Source: an optimization exercise on an open RTL-to-GDS flow (aim: small area). Production flows keep margins and buffers that such runs may drop.

## run 1
// mem_tester_top
module mem_tester_top #(
   parameter int sweep_beats = 1048576
) (
   input  logic                          ui_clk,
   input  logic                          resetn,
   input  logic                          calib_done,
   input  logic                          app_rdy,
   input  logic                          app_wdf_rdy,
   input  logic                          app_rd_data_valid,
   input  logic [256-1:0] app_rd_data,
   output logic                          app_en,
   output logic [2:0]                    app_cmd,
   output logic [28-1:0] app_addr,
   output logic                          app_wdf_wren,
   output logic [256-1:0] app_wdf_data,
   output logic                          led_pass,
   output logic                          led_fail,
   output logic                          led_calib,
   output logic [32-1:0]    sweep_count
);
   logic [256-1:0] pattern;
   logic                          sweep_start;
   logic                          advance;
   logic                          beat_pass;
   logic                          rd_match;
   pattern_source #(
      .sweep_beats (sweep_beats)
   ) u_pattern_source (
      .ui_clk      (ui_clk),
      .resetn      (resetn),
      .advance     (advance),
      .pattern     (pattern),
      .addr        (app_addr),
      .sweep_start (sweep_start)
   );
   assign app_wdf_data = pattern;
   test_sequencer u_test_sequencer (
      .ui_clk       (ui_clk),
      .resetn       (resetn),
      .calib_done   (calib_done),
      .app_rdy      (app_rdy),
      .app_wdf_rdy  (app_wdf_rdy),
      .rd_valid     (app_rd_data_valid),
      .rd_match     (rd_match),
      .app_en       (app_en),
      .app_cmd      (app_cmd),
      .app_wdf_wren (app_wdf_wren),
      .led_fail     (led_fail),
      .beat_pass    (beat_pass),
      .advance      (advance)
   );
   result_checker u_result_checker (
      .ui_clk      (ui_clk),
      .resetn      (resetn),
      .rd_data     (app_rd_data),
      .pattern     (pattern),
      .sweep_start (sweep_start),
  ...
Size: roughly 1500 cells after synthesis, ~590 I/O pins.
==> module test_sequencer, before the edit <==
module test_sequencer (
   input  logic       ui_clk,
   input  logic       resetn,
   input  logic       calib_done,
   input  logic       app_rdy,
   input  logic       app_wdf_rdy,
   input  logic       rd_valid,
   input  logic       rd_match,
   output logic       app_en,
   output logic [2:0] app_cmd,
   output logic       app_wdf_wren,
   output logic       led_fail,
   output logic       beat_pass,
   output logic       advance
);
   localparam logic [3:0] S_IDLE  = 4'd0;
   localparam logic [3:0] S_WRITE = 4'd1;
   localparam logic [3:0] S_WR_CE = 4'd2;
   localparam logic [3:0] S_WR_C  = 4'd3;
   localparam logic [3:0] S_WR_D  = 4'd4;
   localparam logic [3:0] S_WR_X  = 4'd5;
   localparam logic [3:0] S_READ  = 4'd6;
   localparam logic [3:0] S_RD_C  = 4'd7;
   localparam logic [3:0] S_RD_W  = 4'd8;
   localparam logic [3:0] S_CHK_P = 4'd9;
   localparam logic [3:0] S_CHK_F = 4'd10;
   localparam logic [3:0] S_CHK_V = 4'd11;
   localparam logic [3:0] S_PARK  = 4'd12;
   logic [3:0] state;
   logic [3:0] next;
   always_comb begin
      next = state;
      case (state)
         S_IDLE:  if (calib_done) next = S_WRITE;
         S_WRITE: if (app_rdy && app_wdf_rdy) next = S_WR_CE;
         S_WR_CE: begin
            if (app_rdy && app_wdf_rdy) next = S_WR_X;
            else if (app_rdy)           next = S_WR_D;
            else if (app_wdf_rdy)       next = S_WR_C;
         end
         S_WR_C:  if (app_rdy) next = S_WR_X;
         S_WR_D:  if (app_wdf_rdy) next = S_WR_X;
         S_WR_X:  next = S_READ;
         S_READ:  if (app_rdy) next = S_RD_C;
         S_RD_C:  if (app_rdy) next = S_RD_W;
         S_RD_W:  if (rd_valid) next = rd_match ? S_CHK_P : S_CHK_F;
         S_CHK_P: next = S_CHK_V;
         S_CHK_F: next = S_PARK;
         S_CHK_V: next = S_WRITE;
         S_PARK:  next = S_PARK;
         default: next = S_IDLE;
      endcase
   end
   always_ff @(posedge ui_clk or negedge resetn) begin
      if (!resetn) begin
         state <= S_IDLE;
      end else begin
         state <= next;
      end
   end
   assign app_en       = (state == S_WR_CE) || (state == S_WR_C) || (state == S_RD_C);
   assign app_wdf_wren = (state == S_WR_CE) || (state == S_WR_D);
   assign app_cmd      = {2'b00, state == S_RD_C};
   assign led_fail     = (state == S_PARK);
   assign beat_pass    = (state == S_CHK_P);
   assign advance      = (state == S_CHK_V);
endmodule
==> flow/config.mk <==
export PLATFORM = sky130hd
export DESIGN_NAME = mem_tester_top
export DESIGN_NICKNAME = mem_tester_top
export VERILOG_FILES = /design/flow/design.v
export SDC_FILE = /design/flow/constraint.sdc
export NUM_CORES = 4
export LEC_CHECK = 0
export CAP_MARGIN = 20
export CORE_AREA = 2 2 198 198
export CTS_BUF_LIST = sky130_fd_sc_hd__clkbuf_8
export DIE_AREA = 0 0 200 200
export PLACE_DENSITY = 0.9
export SLEW_MARGIN = 20
export SYNTH_HIERARCHICAL = 1
==> flow/constraint.sdc <==
create_clock -name core_clock -period 10.0 [get_ports {ui_clk}]
set_input_delay 2.0000 -clock core_clock [delete_from_list [all_inputs] [get_ports {ui_clk}]]
set_output_delay 2.0000 -clock core_clock [all_outputs]
set_load 0.01 [all_outputs]
standard.sh (not shown) runs the stock make flow with config.mk's settings and CLKGATE_MAP_FILE= SYNTH_SCRIPT=/design/flow/synth_recipe.tcl, a recipe that flattens the netlist after the stock synthesis.
==> flow/flow/run.sh <==
#!/bin/bash
# Layout flow. Synthesis is ORFS's (hierarchical, as config.mk asks), run
# without its adder extraction and with each of a few area-mapping ABC scripts
# in place of ORFS's own; in each run the module pattern_rom (combinational)
# is replaced by its own best area mapping. The smallest netlist whose
# registers match the standard synthesis's is laid out by the standard flow,
# with 1x buffers on the ports.
set -euo pipefail
W=$(pwd)
R=$W/orfs/results/$FLOW_PLATFORM/mem_tester_top/base
LIB=$FLOW_HOME/platforms/$FLOW_PLATFORM/lib/sky130_fd_sc_hd__tt_025C_1v80.lib
DU=$(tr '\n' ' ' < $W/flow/dont_use.txt)

# standard synthesis: the reference registers, and the fallback netlist
bash standard.sh synth > $W/std_synth.log 2>&1
cp $R/1_2_yosys.v $W/std_1_2_yosys.v

regs() { grep -oE "sky130_fd_sc_hd__(df|edf|sdf|dlx|dlr|dlc|sdl)[a-z0-9_]* +[^ ]+" $1 | sort; }
# the whole design's area (the top module's own line when the synthesis is flat)
area() {
   local a
   a=$(sed -n "s/^ *Chip area for top module '\\\\$2': \([0-9.]*\).*/\1/p" $1 | head -1)
   [[ -n $a ]] || a=$(sed -n "s/^ *Chip area for module '\\\\$2': \([0-9.]*\).*/\1/p" $1 | head -1)
   echo $a
}
less() { python3 -c "import sys; sys.exit(0 if float('$1') < float('$2') else 1)"; }
regs $W/std_1_2_yosys.v > $W/regs_std.txt
: > $W/synth_choice.txt

# pattern_rom on its own with each ROM script; keep the smallest
rom=""; rom_area=1e99
for s in $W/flow/rom/*.script; do
   n=$(basename $s .script)
   if ROM_DESIGN=$W/design.v ROM_SCRIPT=$s ROM_OUT=$W/$n.v LIB_FILE=$LIB DONT_USE="$DU" \
         yosys -c $W/flow/rom_map.tcl > $W/$n.log 2>&1; then
      a=$(area $W/$n.v.stat pattern_rom)
      echo "$n: $a" >> $W/synth_choice.txt
      if [[ -n $a ]] && less $a $rom_area; then rom=$W/$n.v; rom_area=$a; fi
   else
      echo "$n: failed" >> $W/synth_choice.txt
   fi
done
echo "pattern_rom: $rom ($rom_area)" >> $W/synth_choice.txt

# the design with each area script, in its own ORFS work folder
for s in $W/flow/abc*.script; do
   n=$(basename $s .script)
   rm -rf $W/scripts_$n $W/orfs_$n
   cp -r $FLOW_HOME/scripts $W/scripts_$n
   cp $s $W/scripts_$n/abc_area.script
   sed -i 's#^\(\s*\)log_cmd abc {\*}\$abc_args$#&\n\1source $::env(SWAP_TCL)#' $W/scripts_$n/synth.tcl
   grep -q 'SWAP_TCL' $W/scripts_$n/synth.tcl
   sed "s#WORK_HOME=[^ ]*#WORK_HOME=$W/orfs_$n#" standard.sh > $W/std_$n.sh
   ( ROM_NETLIST=$rom SWAP_TCL=$W/flow/swap.tcl \
        bash $W/std_$n.sh ABC_AREA=1 ADDER_MAP_FILE= SCRIPTS_DIR=$W/scripts_$n synth \
        > $W/synth_$n.log 2>&1 || true ) &
done
wait

best=$W/std_1_2_yosys.v
best_area=$(area $W/orfs/reports/$FLOW_PLATFORM/mem_tester_top/base/synth_stat.txt $FLOW_TOP)
echo "standard: $best_area" >> $W/synth_choice.txt
for s in $W/flow/abc*.script; do
   n=$(basename $s .script)
   v=$W/orfs_$n/results/$FLOW_PLATFORM/mem_tester_top/base/1_2_yosys.v
   st=$W/orfs_$n/reports/$FLOW_PLATFORM/mem_tester_top/base/synth_stat.txt
   [[ -f $v && -f $st ]] || { echo "$n: failed" >> $W/synth_choice.txt; continue; }
   regs $v > $W/regs_$n.txt
   a=$(area $st $FLOW_TOP)
   if ! cmp -s $W/regs_std.txt $W/regs_$n.txt; then
      echo "$n: $a, registers differ" >> $W/synth_choice.txt; continue
   fi
   echo "$n: $a" >> $W/synth_choice.txt
   if less $a $best_area; then best=$v; best_area=$a; fi
done
echo "chosen: $best ($best_area)" >> $W/synth_choice.txt

if [[ $best != $W/std_1_2_yosys.v ]]; then
   cp $best $R/1_2_yosys.v
   rm -f $R/1_synth.odb $R/1_synth.sdc
fi

BUFFER_PORTS_ARGS="-buffer_cell sky130_fd_sc_hd__buf_1" bash standard.sh finish > $W/layout.log 2>&1
Other scripts of this flow, unchanged in this note and not shown: flow/flow/abc1.script, flow/flow/abc2.script, flow/flow/abc3.script, flow/flow/abc4.script, flow/flow/dont_use.txt, flow/flow/rom/rom1.script, flow/flow/rom/rom2.script, flow/flow/rom/rom3.script, flow/flow/rom_map.tcl, flow/flow/swap.tcl
--- input diff run 1..run 2 ---
diff --git a/flow/design.v b/flow/design.v
--- a/flow/design.v
+++ b/flow/design.v
@@ -109,24 +109,24 @@
    output logic       app_wdf_wren,
    output logic       led_fail,
    output logic       beat_pass,
    output logic       advance
 );
    localparam logic [3:0] S_IDLE  = 4'd0;
-   localparam logic [3:0] S_WRITE = 4'd1;
-   localparam logic [3:0] S_WR_CE = 4'd2;
-   localparam logic [3:0] S_WR_C  = 4'd3;
-   localparam logic [3:0] S_WR_D  = 4'd4;
-   localparam logic [3:0] S_WR_X  = 4'd5;
-   localparam logic [3:0] S_READ  = 4'd6;
-   localparam logic [3:0] S_RD_C  = 4'd7;
-   localparam logic [3:0] S_RD_W  = 4'd8;
-   localparam logic [3:0] S_CHK_P = 4'd9;
-   localparam logic [3:0] S_CHK_F = 4'd10;
+   localparam logic [3:0] S_WRITE = 4'd5;
+   localparam logic [3:0] S_WR_CE = 4'd14;
+   localparam logic [3:0] S_WR_C  = 4'd4;
+   localparam logic [3:0] S_WR_D  = 4'd12;
+   localparam logic [3:0] S_WR_X  = 4'd13;
+   localparam logic [3:0] S_READ  = 4'd8;
+   localparam logic [3:0] S_RD_C  = 4'd3;
+   localparam logic [3:0] S_RD_W  = 4'd2;
+   localparam logic [3:0] S_CHK_P = 4'd6;
+   localparam logic [3:0] S_CHK_F = 4'd1;
    localparam logic [3:0] S_CHK_V = 4'd11;
-   localparam logic [3:0] S_PARK  = 4'd12;
+   localparam logic [3:0] S_PARK  = 4'd7;
    logic [3:0] state;
    logic [3:0] next;
    always_comb begin
       next = state;
       case (state)
          S_IDLE:  if (calib_done) next = S_WRITE;
==> run summary <==
- Between run 1 and run 2, the flow reports total non-filler cell area in the finished layout increasing slightly.
- Run 2 vs run 1 — synthesized cell count rose 1.9%.
- Total track usage sits higher in run 2 than in run 1.
- Summary of run 2 over run 1: layout overhead on the synthesized area went up by 1.3 points; number of global-route vias before repair went up by about 2.7%.
- Non-clock buffer count ended up 0.99% higher on run 2 than on run 1.
- Looking at portion of the clock cycle consumed by the worst path in the final layout, run 2 sits 1.5 points below run 1.
- The core of run 2 is more densely filled than that of run 1.
- Run 1 → run 2: global-route wire length before repair grew by 3600 um, final setup slack of the worst path higher.
- A worst-path cell with the longest stage delay of sky130_fd_sc_hd__o22ai_1 is what run 2 shows, while sky130_fd_sc_hd__dfrtp_1 belongs to run 1.
Function was not checked in any run of this note: the RTL went through the layout flow alone.

## static timing again, ports no longer ideal
The flow's constraints put no driver on any port. The routed layouts listed below were extracted and timed again, unchanged, in two steps. Step 1: set_driving_cell puts a clkbuf_16 on ui_clk and a buf_2 on each other input, an assumption about the parent block. Step 2, shift: input delay + t, output delay - t, t = (earliest + latest rising clock arrival at the registers) / 2. This alone moves slack from input paths to output paths. Slacks: ideal / step 1 / step 2; pairs: ideal / step 1.
run | t, ns | setup slack, ns | worst setup path after step 2 | slew at the worst register clock pin (ns)
run 1 | 0.334 | 2.843 / 2.818 / 2.884 | register to register | 0.11 / 0.11
run 2 | 0.347 | 2.993 / 2.965 / 3.267 | register to register | 0.12 / 0.12
After both steps every run listed still meets setup and hold.
